What follows belongs to an exercise in optimizing a design on an open flow for small area, a short achievable clock period and few clock cycles per item; a production flow would make more cautious choices. Where RTL was checked, it was by simulation tests only, not by an equivalence proof against the original. The RTL of run 2 was laid out without a check of its function. Power figures rest on the tool's default switching activity, not on a simulated workload.

### config.mk
export PLATFORM = sky130hd
export DESIGN_NAME = execute_stage_md
export DESIGN_NICKNAME = execute_stage_md
export VERILOG_FILES = /design/flow/design.v
export SDC_FILE = /design/flow/constraint.sdc
export NUM_CORES = 4
export LEC_CHECK = 0
export CAP_MARGIN = 20
export CORE_MARGIN = 2
export CORE_UTILIZATION = 55
export SETUP_SLACK_MARGIN = 1.5
export SLEW_MARGIN = 20
export TNS_END_PERCENT = 5
### constraint.sdc
create_clock -name core_clock -period 8.0 [get_ports {clk}]
set_input_delay 1.6000 -clock core_clock [delete_from_list [all_inputs] [get_ports {clk}]]
set_output_delay 1.6000 -clock core_clock [all_outputs]
set_load 0.01 [all_outputs]
### design.v
package rv_core_pkg;
  typedef enum logic [3:0] {
    ALU_ADD  = 4'd0,
    ALU_SUB  = 4'd1,
    ALU_AND  = 4'd2,
    ALU_OR   = 4'd3,
    ALU_XOR  = 4'd4,
    ALU_SLT  = 4'd5,
    ALU_SLTU = 4'd6,
    ALU_SLL  = 4'd7,
    ALU_SRL  = 4'd8,
    ALU_SRA  = 4'd9
  } alu_op_e;
  typedef enum logic [1:0] {MD_IDLE, MD_BUSY, MD_DONE} md_state_e;
  localparam logic [2:0] F3_MUL = 3'd0, F3_MULH = 3'd1, F3_MULHSU = 3'd2, F3_MULHU = 3'd3;
  localparam logic [2:0] F3_DIV = 3'd4, F3_DIVU = 3'd5, F3_REM = 3'd6, F3_REMU = 3'd7;
  localparam logic [2:0] BR_EQ = 3'd0, BR_NE = 3'd1, BR_LT = 3'd4, BR_GE = 3'd5, BR_LTU = 3'd6, BR_GEU = 3'd7;
  localparam logic [1:0] FWD_REG = 2'd0, FWD_W = 2'd1, FWD_M = 2'd2, FWD_ZERO = 2'd3;
endpackage
module md_unit #(
  parameter int XLEN = 32
) (
  input  logic            clk,
  input  logic            rst,
  input  logic            valid,
  input  logic            flush,
  input  logic            stall,
  input  logic [2:0]      op,
  input  logic [XLEN-1:0] a,
  input  logic [XLEN-1:0] b,
  input  logic            a_zero,
  input  logic            b_zero,
  output logic            busy,
  output logic [XLEN-1:0] result,
  output logic            sh_req,
  output logic [XLEN-1:0] sh_in,
  output logic [4:0]      sh_amt,
  input  logic [XLEN-1:0] sh_out
);
  localparam int W = 38;
  localparam logic [2:0] S_IDLE = 3'd0, S_MUL = 3'd1, S_CORR = 3'd2, S_DPREP = 3'd3, S_DIV = 3'd4, S_DONE = 3'd5;
  logic [2:0] st;
  logic [4:0] cnt;
  logic [32:0] hi;
  logic [31:0] lo;
  logic [32:0] opd;
  logic prev, neg_q, corr_q, short_q;
  logic [2:0] op_q;
  logic fast, start, b_short;
  logic [31:0] fast_res;
  assign fast = a_zero || b_zero;
  assign fast_res = (op[2] && !op[1] && b_zero) ? '1 : (op[2] && op[1]) ? a : '0;
  assign start = st == S_IDLE && valid && !flush && !fast;
  logic sa, sb, a_neg, b_neg;
  logic [31:0] a_mag, b_mag;
  assign sa = op == rv_core_pkg::F3_MULH || op == rv_core_pkg::F3_MULHSU || op == rv_core_pkg::F3_DIV || op == rv_core_pkg::F3_REM;
  assign sb = op == rv_core_pkg::F3_MUL || op == rv_core_pkg::F3_MULH || op == rv_core_pkg::F3_DIV || op == rv_core_pkg::F3_REM;
  assign a_neg = sa && a[31];
  assign b_neg = sb && b[31];
  assign a_mag = a_neg ? -a : a;
  assign b_mag = b_neg ? -b : b;
  assign b_short = sb ? (b[31:7] == '0 || b[31:7] == '1) : b[31:7] == '0;
  logic b0, b1, b2, b3, b4;
  logic one0, two0, neg0, one1, two1, neg1;
  always_comb begin
    {b4, b3, b2, b1, b0} = {lo[3:0], prev};
    one0 = b1 ^ b0;
    two0 = (b2 && !b1 && !b0) || (!b2 && b1 && b0);
    neg0 = b2 && !(b1 && b0);
    one1 = b3 ^ b2;
    two1 = (b4 && !b3 && !b2) || (!b4 && b3 && b2);
    neg1 = b4 && !(b3 && b2);
    if (st == S_DIV) begin
      one0 = 1'b1; two0 = 1'b0; neg0 = 1'b1;
      one1 = 1'b0; two1 = 1'b0; neg1 = 1'b0;
    end else if (st == S_CORR) begin
      one0 = 1'b1; two0 = 1'b0; neg0 = 1'b0;
      one1 = 1'b0; two1 = 1'b0; neg1 = 1'b0;
    end
  end
  logic [W-1:0] ax, r0, r1, hx, cs_s, cs_c, sum;
  assign ax = {{(W-33){opd[32]}}, opd};
  assign hx = {{(W-33){hi[32]}}, hi};
  assign r0 = ((one0 ? ax : '0) | (two0 ? {ax[W-2:0], 1'b0} : '0)) ^ {W{neg0}};
  logic [W-1:0] p1;
  assign p1 = ((one1 ? ax : '0) | (two1 ? {ax[W-2:0], 1'b0} : '0)) ^ {W{neg1}};
  assign r1 = {p1[W-3:0], neg1, neg1};
  assign cs_s = hx ^ r0 ^ r1;
  assign cs_c = (hx & r0) | (hx & r1) | (r0 & r1);
  assign sum = cs_s + {cs_c[W-2:0], neg1} + {{(W-1){1'b0}}, neg0};
  function automatic logic [5:0] lzc32(input logic [31:0] x);
    logic c2 [16];
    logic v2 [16];
    logic [1:0] c4 [8];
    logic v4 [8];
    logic [2:0] c8 [4];
    logic v8 [4];
    logic [3:0] c16 [2];
    logic v16 [2];
    for (int i = 0; i < 16; i++) begin
      v2[i] = x[2*i+1] | x[2*i];
      c2[i] = ~x[2*i+1];
    end
    for (int i = 0; i < 8; i++) begin
      v4[i] = v2[2*i+1] | v2[2*i];
      c4[i] = v2[2*i+1] ? {1'b0, c2[2*i+1]} : {1'b1, c2[2*i]};
    end
    for (int i = 0; i < 4; i++) begin
      v8[i] = v4[2*i+1] | v4[2*i];
      c8[i] = v4[2*i+1] ? {1'b0, c4[2*i+1]} : {1'b1, c4[2*i]};
    end
    for (int i = 0; i < 2; i++) begin
      v16[i] = v8[2*i+1] | v8[2*i];
      c16[i] = v8[2*i+1] ? {1'b0, c8[2*i+1]} : {1'b1, c8[2*i]};
    end
    if (v16[1]) lzc32 = {2'b00, c16[1]};
    else if (v16[0]) lzc32 = {2'b01, c16[0]};
    else lzc32 = 6'd32;
  endfunction
  logic [5:0] lz_r, lz_d;
  logic [6:0] sdiff;
  assign lz_r = lzc32(hi[31:0]);
  assign lz_d = lzc32(opd[31:0]);
  assign sdiff = {1'b0, lz_d} - {1'b0, lz_r};
  assign sh_req = st == S_DPREP;
  assign sh_in = opd[31:0];
  assign sh_amt = sdiff[4:0];
  logic q_bit, mul_out;
  assign mul_out = st == S_CORR || (st == S_MUL && cnt == 5'd0 && !corr_q);
  assign q_bit = !sum[W-1];
  always_ff @(posedge clk)
    if (rst || flush) st <= S_IDLE;
    else case (st)
      S_IDLE:  if (start) st <= op[2] ? S_DPREP : S_MUL;
      S_MUL:   if (cnt == 5'd0) begin
                 if (corr_q) st <= S_CORR;
                 else if (!stall) st <= S_IDLE;
               end
      S_CORR:  if (!stall) st <= S_IDLE;
      S_DPREP: st <= sdiff[6] ? S_DONE : S_DIV;
      S_DIV:   if (cnt == 5'd0) st <= S_DONE;
      default: if (!stall) st <= S_IDLE;
    endcase
  always_ff @(posedge clk)
    if (start) begin
      op_q   <= op;
      prev   <= 1'b0;
      cnt    <= b_short ? 5'd1 : 5'd7;
      short_q <= b_short;
      corr_q <= !op[2] && op[1] && b[31];
      neg_q  <= op[2] && (op[1] ? a_neg : a_neg ^ b_neg);
      if (op[2]) begin
        hi  <= {1'b0, a_mag};
        lo  <= '0;
        opd <= {1'b0, b_mag};
      end else begin
        hi  <= '0;
        lo  <= b;
        opd <= {sa && a[31], a};
      end
    end else case (st)
      S_MUL: if (!mul_out || !stall) begin
        cnt  <= cnt - 5'd1;
        prev <= lo[3];
        hi   <= sum[36:4];
        lo   <= {sum[3:0], lo[31:4]};
      end
      S_CORR: ;
      S_DPREP: begin
        cnt <= sdiff[4:0];
        opd <= {1'b0, sh_out};
      end
      S_DIV: begin
        cnt <= cnt - 5'd1;
        opd <= {1'b0, opd[32:1]};
        lo  <= {lo[30:0], q_bit};
        if (q_bit) hi <= {1'b0, sum[31:0]};
      end
      default: ;
    endcase
  logic [31:0] x;
  assign x = (op_q == rv_core_pkg::F3_DIV || op_q == rv_core_pkg::F3_DIVU) ? lo : hi[31:0];
  assign busy = start || !(st == S_IDLE || st == S_DONE || mul_out);
  assign result = st == S_IDLE ? fast_res :
                  mul_out ? (st == S_CORR ? sum[31:0] :
                             short_q ? (op_q == rv_core_pkg::F3_MUL ? {sum[27:0], lo[31:28]} : {{23{sum[36]}}, sum[36:28]}) :
                             op_q == rv_core_pkg::F3_MUL ? {sum[3:0], lo[31:4]} : sum[35:4]) :
                  neg_q ? -x : x;
endmodule
module execute_stage_md #(
  parameter int XLEN = 32,
  parameter int RD_W = 5
) (
  input  logic            clk,
  input  logic            rst,
  input  logic [XLEN-1:0] rd1_e,
  input  logic [XLEN-1:0] rd2_e,
  input  logic [XLEN-1:0] imm_e,
  input  logic [XLEN-1:0] pc_e,
  input  logic [XLEN-1:0] pc_plus4_e,
  input  logic [XLEN-1:0] result_w,
  input  logic [1:0]      forward_a_e,
  input  logic [1:0]      forward_b_e,
  input  logic [RD_W-1:0] rd_e,
  input  logic            reg_write_e,
  input  logic            mem_write_e,
  input  logic            branch_e,
  input  logic            jump_e,
  input  logic            jalr_e,
  input  logic            alu_src_e,
  input  logic            md_valid_e,
  input  logic [1:0]      result_src_e,
  input  logic [2:0]      funct3_e,
  input  logic [3:0]      alu_control_e,
  input  logic            stall_m,
  input  logic            flush_e,
  output logic            ex_busy,
  output logic            pc_src_e,
  output logic [XLEN-1:0] pc_target_e,
  output logic            reg_write_m,
  output logic            mem_write_m,
  output logic [1:0]      result_src_m,
  output logic [2:0]      funct3_m,
  output logic [XLEN-1:0] alu_result_m,
  output logic [XLEN-1:0] write_data_m,
  output logic [XLEN-1:0] pc_plus4_m,
  output logic [RD_W-1:0] rd_m
);
  logic [XLEN-1:0] src_a, src_b_fwd, src_b, alu_result, md_result, tgt_base, tgt_sum;
  logic cond, bubble;
  assign src_a = forward_a_e == rv_core_pkg::FWD_REG ? rd1_e : forward_a_e == rv_core_pkg::FWD_W ? result_w :
                 forward_a_e == rv_core_pkg::FWD_M ? alu_result_m : '0;
  assign src_b_fwd = forward_b_e == rv_core_pkg::FWD_REG ? rd2_e : forward_b_e == rv_core_pkg::FWD_W ? result_w :
                     forward_b_e == rv_core_pkg::FWD_M ? alu_result_m : '0;
  assign src_b = alu_src_e ? imm_e : src_b_fwd;
  logic z_rd1, z_rd2, z_w, z_m, a_zero, b_zero;
  assign z_rd1 = rd1_e == '0;
  assign z_rd2 = rd2_e == '0;
  assign z_w = result_w == '0;
  assign z_m = alu_result_m == '0;
  assign a_zero = forward_a_e == rv_core_pkg::FWD_REG ? z_rd1 : forward_a_e == rv_core_pkg::FWD_W ? z_w :
                  forward_a_e == rv_core_pkg::FWD_M ? z_m : 1'b1;
  assign b_zero = forward_b_e == rv_core_pkg::FWD_REG ? z_rd2 : forward_b_e == rv_core_pkg::FWD_W ? z_w :
                  forward_b_e == rv_core_pkg::FWD_M ? z_m : 1'b1;
  logic is_sub;
  logic [XLEN:0] addsub;
  assign is_sub = alu_control_e == rv_core_pkg::ALU_SUB || alu_control_e == rv_core_pkg::ALU_SLT ||
                  alu_control_e == rv_core_pkg::ALU_SLTU;
  assign addsub = {1'b0, src_a} + {1'b0, src_b ^ {XLEN{is_sub}}} + {{XLEN{1'b0}}, is_sub};
  logic lt_s, lt_u;
  assign lt_u = !addsub[XLEN];
  assign lt_s = (src_a[XLEN-1] ^ src_b[XLEN-1]) ? src_a[XLEN-1] : addsub[XLEN-1];
  logic sh_req, sh_left, sh_fill;
  logic [XLEN-1:0] md_sh_in, md_sh_out, sh_x, sh_r0, sh_r1, sh_r2, sh_r3, sh_r4;
  logic [4:0] md_sh_amt, sh_amt;
  function automatic logic [XLEN-1:0] rev(input logic [XLEN-1:0] v);
    for (int i = 0; i < XLEN; i++) rev[i] = v[XLEN-1-i];
  endfunction
  assign sh_left = sh_req || alu_control_e == rv_core_pkg::ALU_SLL;
  assign sh_fill = !sh_req && alu_control_e == rv_core_pkg::ALU_SRA && src_a[XLEN-1];
  assign sh_amt = sh_req ? md_sh_amt : src_b[4:0];
  assign sh_x = sh_req ? rev(md_sh_in) : sh_left ? rev(src_a) : src_a;
  assign sh_r0 = sh_amt[0] ? {{1{sh_fill}}, sh_x[XLEN-1:1]} : sh_x;
  assign sh_r1 = sh_amt[1] ? {{2{sh_fill}}, sh_r0[XLEN-1:2]} : sh_r0;
  assign sh_r2 = sh_amt[2] ? {{4{sh_fill}}, sh_r1[XLEN-1:4]} : sh_r1;
  assign sh_r3 = sh_amt[3] ? {{8{sh_fill}}, sh_r2[XLEN-1:8]} : sh_r2;
  assign sh_r4 = sh_amt[4] ? {{16{sh_fill}}, sh_r3[XLEN-1:16]} : sh_r3;
  assign md_sh_out = rev(sh_r4);
  always_comb
    case (alu_control_e)
      rv_core_pkg::ALU_ADD, rv_core_pkg::ALU_SUB: alu_result = addsub[XLEN-1:0];
      rv_core_pkg::ALU_AND:  alu_result = src_a & src_b;
      rv_core_pkg::ALU_OR:   alu_result = src_a | src_b;
      rv_core_pkg::ALU_XOR:  alu_result = src_a ^ src_b;
      rv_core_pkg::ALU_SLT:  alu_result = XLEN'(lt_s);
      rv_core_pkg::ALU_SLTU: alu_result = XLEN'(lt_u);
      rv_core_pkg::ALU_SLL:  alu_result = rev(sh_r4);
      rv_core_pkg::ALU_SRL, rv_core_pkg::ALU_SRA: alu_result = sh_r4;
      default:  alu_result = '0;
    endcase
  logic br_eq, br_lt, br_signed;
  assign br_signed = !funct3_e[1];
  logic [31:0] cl0, ce0, ca, cb;
  logic [15:0] cl1, ce1;
  logic [7:0] cl2, ce2;
  logic [3:0] cl3, ce3;
  logic [1:0] cl4, ce4;
  always_comb begin
    ca = {src_a[XLEN-1] ^ br_signed, src_a[XLEN-2:0]};
    cb = {src_b_fwd[XLEN-1] ^ br_signed, src_b_fwd[XLEN-2:0]};
    cl0 = ~ca & cb;
    ce0 = ~(ca ^ cb);
    for (int i = 0; i < 16; i++) begin cl1[i] = cl0[2*i+1] | (ce0[2*i+1] & cl0[2*i]); ce1[i] = ce0[2*i+1] & ce0[2*i]; end
    for (int i = 0; i < 8; i++) begin cl2[i] = cl1[2*i+1] | (ce1[2*i+1] & cl1[2*i]); ce2[i] = ce1[2*i+1] & ce1[2*i]; end
    for (int i = 0; i < 4; i++) begin cl3[i] = cl2[2*i+1] | (ce2[2*i+1] & cl2[2*i]); ce3[i] = ce2[2*i+1] & ce2[2*i]; end
    for (int i = 0; i < 2; i++) begin cl4[i] = cl3[2*i+1] | (ce3[2*i+1] & cl3[2*i]); ce4[i] = ce3[2*i+1] & ce3[2*i]; end
  end
  assign br_lt = cl4[1] | (ce4[1] & cl4[0]);
  assign br_eq = ce4[1] & ce4[0];
  assign cond = funct3_e[2] ? (br_lt ^ funct3_e[0]) : (!funct3_e[1] && (br_eq ^ funct3_e[0]));
  assign tgt_base = jalr_e ? src_a : pc_e;
  assign tgt_sum = tgt_base + imm_e;
  assign pc_target_e = {tgt_sum[XLEN-1:1], tgt_sum[0] && !jalr_e};
  assign pc_src_e = !flush_e && (jump_e || (branch_e && cond));
  md_unit #(.XLEN(XLEN)) u_md (
    .clk(clk), .rst(rst), .valid(md_valid_e), .flush(flush_e), .stall(stall_m),
    .op(funct3_e), .a(src_a), .b(src_b_fwd), .a_zero(a_zero), .b_zero(b_zero),
    .busy(ex_busy), .result(md_result),
    .sh_req(sh_req), .sh_in(md_sh_in), .sh_amt(md_sh_amt), .sh_out(md_sh_out)
  );
  assign bubble = flush_e || ex_busy;
  always_ff @(posedge clk)
    if (rst) begin
      reg_write_m  <= 1'b0;
      mem_write_m  <= 1'b0;
      result_src_m <= '0;
      funct3_m     <= '0;
      alu_result_m <= '0;
      write_data_m <= '0;
      pc_plus4_m   <= '0;
      rd_m         <= '0;
    end else if (!stall_m) begin
      reg_write_m  <= !bubble && reg_write_e;
      mem_write_m  <= !bubble && mem_write_e;
      result_src_m <= bubble ? '0 : result_src_e;
      funct3_m     <= bubble ? '0 : funct3_e;
      alu_result_m <= bubble ? '0 : md_valid_e ? md_result : alu_result;
      write_data_m <= bubble ? '0 : src_b_fwd;
      pc_plus4_m   <= bubble ? '0 : pc_plus4_e;
      rd_m         <= bubble ? '0 : rd_e;
    end
endmodule
### flow/run.sh
#!/bin/bash
set -euo pipefail
bash standard.sh "BUFFER_PORTS_ARGS=-buffer_cell sky130_fd_sc_hd__buf_1" MATCH_CELL_FOOTPRINT=0 finish > standard_flow.log 2>&1
### standard.sh
#!/bin/bash
# synth_recipe.tcl (not shown) runs the flow's synth.tcl, then flattens the netlist and writes it again
# the make line also repeats each setting of config.mk as NAME=value (left out here)
make -C /OpenROAD-flow-scripts/flow DESIGN_CONFIG=/design/flow/config.mk WORK_HOME=/design/flow/orfs CLKGATE_MAP_FILE= SYNTH_SCRIPT=/design/flow/synth_recipe.tcl "${@:-finish}"
==> reports/qor.yml, run 1 <==
global_routing:
  grt_use_total_pct: 56.2
  antenna_found_initial: 18
  grt_pass1_vias: 33400
  gr-total-overflow: 0
  grt_max_degree: 80
  grt_first_pass_wirelength_microns: 234000
cells_and_area:
  area_growth_syn_to_layout_pct: 12.6
  final_area_sq_um: 34400
  fillerInstances: 5072
  drive_gt1_share_pct: 10.1
  nets: 4713
  final_common_cell: "nand2_1"
  layout_common_cells: "nand2_1, nor2_1, buf_1, a21oi_1, a22oi_1"
sta:
  fin_crit_ns: 6.65
  fin_skew_ns: 0.0257
  drv_slew: 0
  tightest_slew_ns: 1.23
  tns_ns: 0
  whs_ns: 0.518
  rsz0062_at_grt: "true"
  fin_crit_sh_pct: 83.1
  max_freq_ghz: 0.150
  final_hold_viol_count: 0
  finalSetupViolations: 0
  slew_headroom_pct: 17.0
floorplanning:
  initial_core_util_pct: 55.6
  die_x_microns: 240
  die_y_microns: 240
  coreArea_sq_um: 55000
  dieArea_sq_um: 57400
  fp-row-count: 86
  ios: 363
outcome:
  status: "no timing/DRC/antenna violations"
place:
  io_buffers: 362
  gp_congestion: 1.25
  dpl.hpwl_microns: 128000
  place_area_sq_um: 32900
detailed_routing:
  drt_pass1_iterations: 14
  wl_per_cell_microns: 33.5
  drt_iter0_markers: 6584
  routed_wl_microns: 168000
  route.vias.total: 37400
  final_antenna_net_count: 0
  avgViaCountPerCell: 7.44
  drcViolationCount: 0
yosys:
  synth_cells: 3959
  synth_area_sq_um: 30600
  synth_area_leaders: "edfxtp_1, ha_1, dfxtp_1"
  yosys.area.top_type: "edfxtp_1"
  yosys.area.top_type_share_pct: 10.7
  synthDistinctLibCells: 116
  synth_edf_count: 109
  avgSynthCellArea_sq_um: 7.72
  async_flop_share_pct: 0
  ys.flop_type: "dfxtp_1"
  syn_nets: 4428
  ys_ff_latch: 221
  ys_seq_area_share_pct: 18.1
  yosys_warnings: 18
setup_path:
  slowest_stage: "edfxtp_1"
  crit_family: "compound AO/OA/AOI/OAI gates"
  end_kind: "flop"
  arrival_ns: 7.09
  critPathBufInv: 2
  critPathMaxStageDelay_ns: 0.56
  path_cells: "ha_1 > nand2b_1 > nor2_1 > nor2_4 > xor2_1 > ha_1 > or2_2 > a2bb2oi_1 > a21boi_0 > fa_1 > a211oi_1 > o21bai_1 > a211o_1 > a221oi_2 > buf_4 > a21oi_1 > o211ai_1 > o211ai_4 > o21ai_2 > buf_4 > o221ai_1 > a32oi_1 > nor3_1"
  crit_type: "flop to flop"
  cp-start-kind: "flop"
  critical_path_required_ns: 8.44
  critPathMaxFanout: 13
clock_tree:
  cts_buffer_depth: 3
  ctsHoldBuffers: 0
  cts_tree: "done"
  htree_levels: 1
  clk_latency_ns: 0.59
  cts_root_buffer: "clkbuf_16"
  cts_sinks: 221
  clk_pin_slew_ns: 0.07
  cts_made_buffers: 26
power_and_ir_drop:
  power-per-cell-area_nw_per_um2: 396
  p_leak_uw: 0.0137
  worst_ir_drop_vdd_mv: 0.474
  p_total_uw: 13600
min_path:
  hold_class: "flop to flop"
flow_run:
  cap_violations: 0
-- per-stage QoR --
| step | cells | utilization, % | setup WS, ns |
|---|---|---|---|
| after floorplan | 3959 | - | 1.29 |
| final | 5023 | 62.6 | 1.35 |
| after global routing | 5014 | 62.5 | 1.29 |
| after global placement | 4932 | 59.8 | 0.586 |
| after detailed placement | 4932 | 59.8 | 0.614 |
| after CTS | 4990 | 61.9 | 1.41 |
-- registers in the layout (all words and copies together), names as in the netlist, 5 cells and up --
name / cells
alu_result_m: 32
pc_plus4_m: 32
rd_m: 5
u_md.cnt: 5
u_md.hi: 33
u_md.lo: 32
u_md.opd: 33
write_data_m: 32
-- metal layers --
metal / global-route usage, % / vias to the layer above / routed length (microns)
li1: - / 15400 / -
met1: 67.3 / 17300 / 58100
met2: 76.7 / 3641 / 64800
met3: 27.8 / 1023 / 29400
met4: 40.3 / 28 / 15700
met5: 4.24 / - / 479
-- power breakdown --
group | switching (uW) | total (uW) | internal (uW) | leakage, uW
registers | 390 | 1960 | 1570 | 0.00192
logic | 6950 | 10400 | 3490 | 0.0114
clock network | 563 | 1210 | 652 | 0.000403
-- logic make-up after synthesis --
| kind of cell | synth area share [%] |
|---|---|
| buffers and inverters | 6.17 |
| adder cells (fa/ha/maj) | 11.1 |
| flip-flops | 18.1 |
| multiplexers | 7.57 |
| AO/OA/AOI/OAI | 31.1 |
| XOR/XNOR | 8.17 |
| AND/OR/NAND/NOR | 17.8 |
-- what timing repair did --
item	in CTS	in global routing
endpoints found under the hold margin	0	0
resized for setup	58	33
cloned	3	0
buffers inserted	7	20
endpoints found under the setup margin	49	87
pin swaps	7	8
-- cell usage after synthesis (16+ instances only) --
library cell	n
a2111oi_0	18
a211oi_1	60
a21o_1	71
a21oi_1	301
a221o_1	26
a221oi_1	44
a222oi_1	26
a22oi_1	208
a31oi_1	38
and2_1	17
and3_1	24
buf_1	23
buf_2	39
clkbuf_1	219
dfxtp_1	112
edfxtp_1	109
fa_1	40
ha_1	208
inv_1	128
inv_2	18
mux2i_1	206
nand2_1	373
nand2b_1	31
nand3_1	54
nand3b_1	16
nand4_1	44
nor2_1	378
nor2b_1	33
nor3_1	72
nor4_1	54
o211ai_1	56
o21a_1	37
o21ai_0	204
o21ai_1	36
o21bai_1	23
o221ai_1	29
o31ai_1	24
or3_1	21
xnor2_1	145
xor2_1	140
-- area by class of cell --
| cell class | instances | area (sq um) | share of cell area (%) |
|---|---|---|---|
| multi-input cells | 3287 | 23500 | 68.4 |
| flip-flops and latches | 221 | 5520 | 16.0 |
| repair buffers | 561 | 3000 | 8.73 |
| well taps | 748 | 936 | 2.72 |
| clock buffers | 30 | 676 | 1.96 |
| inverters | 147 | 552 | 1.60 |
| clock inverters | 18 | 161 | 0.469 |
| diodes | 11 | 27.5 | 0.0800 |
-- path summary, 6_finish.rpt --
path | from | end | slack, ns | cells after the start
worst max-delay path | u_md.lo[0]$_DFFE_PP_ | alu_result_m[15]$_SDFFE_PP0N_ | 1.35 | 23
worst min register to register | write_data_m[9]$_SDFFE_PP0N_ | write_data_m[9]$_SDFFE_PP0N_ | 0.52 | 2
worst max register to register | u_md.lo[0]$_DFFE_PP_ | alu_result_m[15]$_SDFFE_PP0N_ | 1.35 | 23
worst min-delay path | write_data_m[9]$_SDFFE_PP0N_ | write_data_m[9]$_SDFFE_PP0N_ | 0.52 | 2
-- worst min-delay path, stage by stage (launching register included) --
cell and delay [ns]:
dfxtp_1 0.33, a22oi_1 0.08, nor2_1 0.08
Testbench counts, summed over its fixed seeds: cycles 6,959, instrs 4,800.
==> run 2: changes to the inputs <==
--- a/design.v
+++ b/design.v
@@ -137,7 +137,8 @@
                  else if (!stall) st <= S_IDLE;
                end
       S_CORR:  if (!stall) st <= S_IDLE;
-      S_DPREP: st <= sdiff[6] ? S_DONE : S_DIV;
+      S_DPREP: if (!sdiff[6]) st <= S_DIV;
+               else if (!stall) st <= S_IDLE;
       S_DIV:   if (cnt == 5'd0) st <= S_DONE;
       default: if (!stall) st <= S_IDLE;
     endcase
@@ -166,7 +167,7 @@
         lo   <= {sum[3:0], lo[31:4]};
       end
       S_CORR: ;
-      S_DPREP: begin
+      S_DPREP: if (!sdiff[6]) begin
         cnt <= sdiff[4:0];
         opd <= {1'b0, sh_out};
       end
@@ -180,7 +181,9 @@
     endcase
   logic [31:0] x;
   assign x = (op_q == rv_core_pkg::F3_DIV || op_q == rv_core_pkg::F3_DIVU) ? lo : hi[31:0];
-  assign busy = start || !(st == S_IDLE || st == S_DONE || mul_out);
+  logic div_short;
+  assign div_short = st == S_DPREP && sdiff[6];
+  assign busy = start || !(st == S_IDLE || st == S_DONE || mul_out || div_short);
   assign result = st == S_IDLE ? fast_res :
                   mul_out ? (st == S_CORR ? sum[31:0] :
                              short_q ? (op_q == rv_core_pkg::F3_MUL ? {sum[27:0], lo[31:28]} : {{23{sum[36]}}, sum[36:28]}) :
==> flow/run.sh (replaced) <==
#!/bin/bash
set -euo pipefail
bash standard.sh "BUFFER_PORTS_ARGS=-buffer_cell sky130_fd_sc_hd__buf_1" finish > standard_flow.log 2>&1
--- a/config.mk
+++ b/config.mk
@@ -5,9 +5,9 @@
 export SDC_FILE = /design/flow/constraint.sdc
 export NUM_CORES = 4
 export LEC_CHECK = 0
-export CAP_MARGIN = 20
+export CAP_MARGIN = 5
 export CORE_MARGIN = 2
-export CORE_UTILIZATION = 55
+export CORE_UTILIZATION = 40
 export SETUP_SLACK_MARGIN = 1.5
-export SLEW_MARGIN = 20
+export SLEW_MARGIN = 5
 export TNS_END_PERCENT = 5
==> run 2 against run 1 <==
Power is 11% higher. Die area is 40% higher. Sequential share of layout area is 0.71 points lower. Non-clock buffer count is 38 higher.
==> reports/qor.yml, run 2 <==
yosys:
  async_flop_share_pct: 0
  yosys_warnings: 18
  ys_seq_area_share_pct: 17.6
  yosys.area.top_type_share_pct: 10.5
  synth_edf_count: 109
  yosys.area.top_type: "edfxtp_1"
  synthDistinctLibCells: 129
  avgSynthCellArea_sq_um: 7.82
  synth.top_cells.by_count: "nor2_1, nand2_1, a21oi_1"
  ys_ff_latch: 221
  synth_area_leaders: "edfxtp_1, ha_1, dfxtp_1"
  yosys.cell_count.top_type: "nor2_1"
  ys.flop_type: "dfxtp_1"
  synth_area_sq_um: 31300
  synth_cells: 4003
  syn_nets: 4472
global_routing:
  grt_use_total_pct: 47.1
  grt_max_degree: 80
  gr-total-overflow: 0
  antenna_found_initial: 15
  grt_first_pass_wirelength_microns: 271000
  grt_pass1_vias: 34300
detailed_routing:
  drt_pass1_iterations: 10
  routed_wl_microns: 199000
  highest_layer: "met5"
  drt_iter0_markers: 5645
  avgViaCountPerCell: 6.88
  wl_per_cell_microns: 36.8
  dr_wl_met3_microns: 24500
  route.vias.total: 37200
  drt-met1-wl_microns: 74800
  drcViolationCount: 0
  wl_met2_microns: 81700
  final_antenna_net_count: 0
clock_tree:
  cts_root_buffer: "clkbuf_16"
  ctsHoldBuffers: 0
  cts_tree: "done"
  clk_pin_slew_ns: 0.06
  cts_sinks: 221
  cts_buffer_depth: 3
  cts_made_buffers: 28
  htree_levels: 1
  clk_latency_ns: 0.59
sta:
  tightest_slew_ns: 1.32
  final_hold_viol_count: 0
  fin_crit_ns: 6.89
  finalSetupViolations: 0
  fin_skew_ns: 0.0332
  max_freq_ghz: 0.145
  fin_ws_ns: 1.11
  fin_crit_sh_pct: 86.1
  tns_ns: 0
  rsz0062_at_grt: "true"
  slew_headroom_pct: 11.0
  drv_slew: 0
flow_run:
  cap_violations: 0
cells_and_area:
  drive_gt1_share_pct: 12.0
  multiInputGateArea_sq_um: 24300
  nets: 4796
  final_area_sq_um: 36000
  top_regs: "u_md.hi: 33 flops, u_md.opd: 33 flops"
  layout_common_cells: "nor2_1, nand2_1, buf_1, a21oi_1, a22oi_1"
  seqCellArea_sq_um: 5520
  final_common_cell: "nor2_1"
  area_growth_syn_to_layout_pct: 15.0
  fillerInstances: 7991
setup_path:
  critical_path_required_ns: 6.40
  arrival_ns: 5.29
  end_kind: "primary output"
  crit_type: "primary input to primary output"
  cp-start-kind: "primary input"
  critPathMaxFanout: 6
floorplanning:
  fp-row-count: 102
  die_y_microns: 284
  die_x_microns: 284
  ios: 363
  coreArea_sq_um: 77500
  dieArea_sq_um: 80500
  initial_core_util_pct: 40.4
power_and_ir_drop:
  power-per-cell-area_nw_per_um2: 422
  p_leak_uw: 0.0141
  p_total_uw: 15200
  worst_ir_drop_vdd_mv: 0.360
outcome:
  status: "no timing/DRC/antenna violations"
min_path:
  hold_class: "flop to flop"
place:
  dp_slack_ns: 0.638
  gp_congestion: 1.08
  dpl.hpwl_microns: 155000
  io_buffers: 362
  place_area_sq_um: 34300
run 2: cell count changes after synthesis, moves of 9 or more:
| cell | before | now |
|---|---|---|
| xnor2_1 | 145 | 165 |
| nor2_1 | 378 | 403 |
| inv_1 | 128 | 119 |
| o211ai_1 | 56 | 46 |
| a21oi_4 | 1 | 13 |
| a21oi_1 | 301 | 269 |
| o21a_1 | 37 | 22 |
| nor3_1 | 72 | 83 |
| a21oi_2 | 13 | 4 |
| clkbuf_1 | 219 | 209 |
| a22oi_1 | 208 | 238 |
| xor2_1 | 140 | 116 |
| buf_2 | 39 | 49 |
run 2: final cells by class:
type                       count  share of cell area [%]
multi-input combinational   3333                    67.6
sequential                   221                    15.3
timing repair buffer         599                    9.25
tap                         1040                    3.62
clock buffer                  36                    2.18
inverter                     144                    1.53
clock inverter                16                   0.424
antenna                       17                   0.118
run 2: worst paths after layout:
| kind | slack, ns | end | cells past startpoint | from |
|---|---|---|---|---|
| worst min register to register | 0.51 | rd_m[3]$_SDFFE_PP0N_ | 2 | rd_m[3]$_SDFFE_PP0N_ |
| worst max register to register | 1.16 | alu_result_m[1]$_SDFFE_PP0N_ | 13 | u_md.hi[30]$_DFFE_PP_ |
| worst min-delay path | 0.51 | rd_m[3]$_SDFFE_PP0N_ | 2 | rd_m[3]$_SDFFE_PP0N_ |
| worst max-delay path | 1.11 | pc_target_e[30] | 19 | forward_a_e[1] |
run 2: critical path: stages:
cell,delay [ns]
clkbuf_16,0.12
and2b_4,0.23
buf_12,0.13
a21oi_4,0.16
a21oi_2,0.08
ha_2,0.22
fa_2,0.37
a21o_1,0.23
a2111oi_4,0.36
o21a_1,0.22
o21ai_2,0.09
a31oi_4,0.21
a21oi_4,0.10
a211oi_2,0.29
a21oi_2,0.10
and4_1,0.17
or4_1,0.41
nand3_2,0.08
buf_6,0.10
run 2: metal layers:
layer / vias to the layer above / global-route usage, %
li1: 15600 / -
met3: 718 / 13.6
met4: 8 / 34.0
met2: 2961 / 68.4
met5: - / 0.357
met1: 17900 / 59.2
run 2: power breakdown:
group / leakage, uW / total [uW] / internal, uW / switching [uW]
registers: 0.00192 / 1990 / 1580 / 402
clock network: 0.000447 / 1330 / 759 / 572
logic: 0.0118 / 11900 / 3850 / 8030
total: 0.0141 / 15200 / 6190 / 9000
run 2: through the flow:
step,std cells,utilization (%),hold WS (ns)
2_1_floorplan,4003,-,0.513
3_3_place_gp,5299,44.3,0.491
3_5_place_dp,5299,44.3,0.500
4_1_cts,5359,45.7,0.514
5_1_grt,5391,46.4,0.544
6_report,5406,46.5,0.509
run 2: cell families (layout without fill, tap and decap cells):
group           after synthesis  count (layout)  synth area share (%)
other cells                   0              17                     0
flops                       221             221                  17.6
compound gates             1363            1363                  31.3
simple gates               1202            1202                  18.0
fa+ha+maj                   248             248                  10.9
buf+inv                     449             795                  6.10
mux                         239             239                  8.18
xor+xnor                    281             281                  7.87
run 2: timing repair:
action | 4_1_cts | 5_1_grt
resized for setup | 19 | 74
setup buffers | 8 | 30
pin swaps | 9 | 31
setup endpoints to repair | 53 | 89

[static timing again, ports no longer ideal]
The flow's constraints put no driver on any port. The routed layouts listed below were extracted and timed again, unchanged, in two steps.
Step 1 assumes that a clkbuf_16 drives the clock port and a buf_2 every other input.
Step 2, shift: input delay + t, output delay - t, t = (earliest + latest rising clock arrival at the registers) / 2. This alone moves slack from input paths to output paths.
Three values: ideal ports, drivers, drivers and shift; two values: the first two.
| run | shift t [ns] | slack for setup (ns) | clock arrival spread, ns | worst register clock-pin slew, ns | worst data-port slew with drivers (ns) |
|---|---|---|---|---|---|
| run 1 | 0.641 | 1.352 / 1.321 / 1.066 | 0.025 / 0.025 | 0.08 / 0.08 | 0.08 |
| run 2 | 0.637 | 1.109 / 1.001 / 0.916 | 0.033 / 0.033 | 0.07 / 0.07 | 0.11 |
After both steps setup and hold are still met in every run listed. For run 1, which loses most, drivers alone change the setup slack by -0.031 ns; drivers and shift together by -0.286 ns.
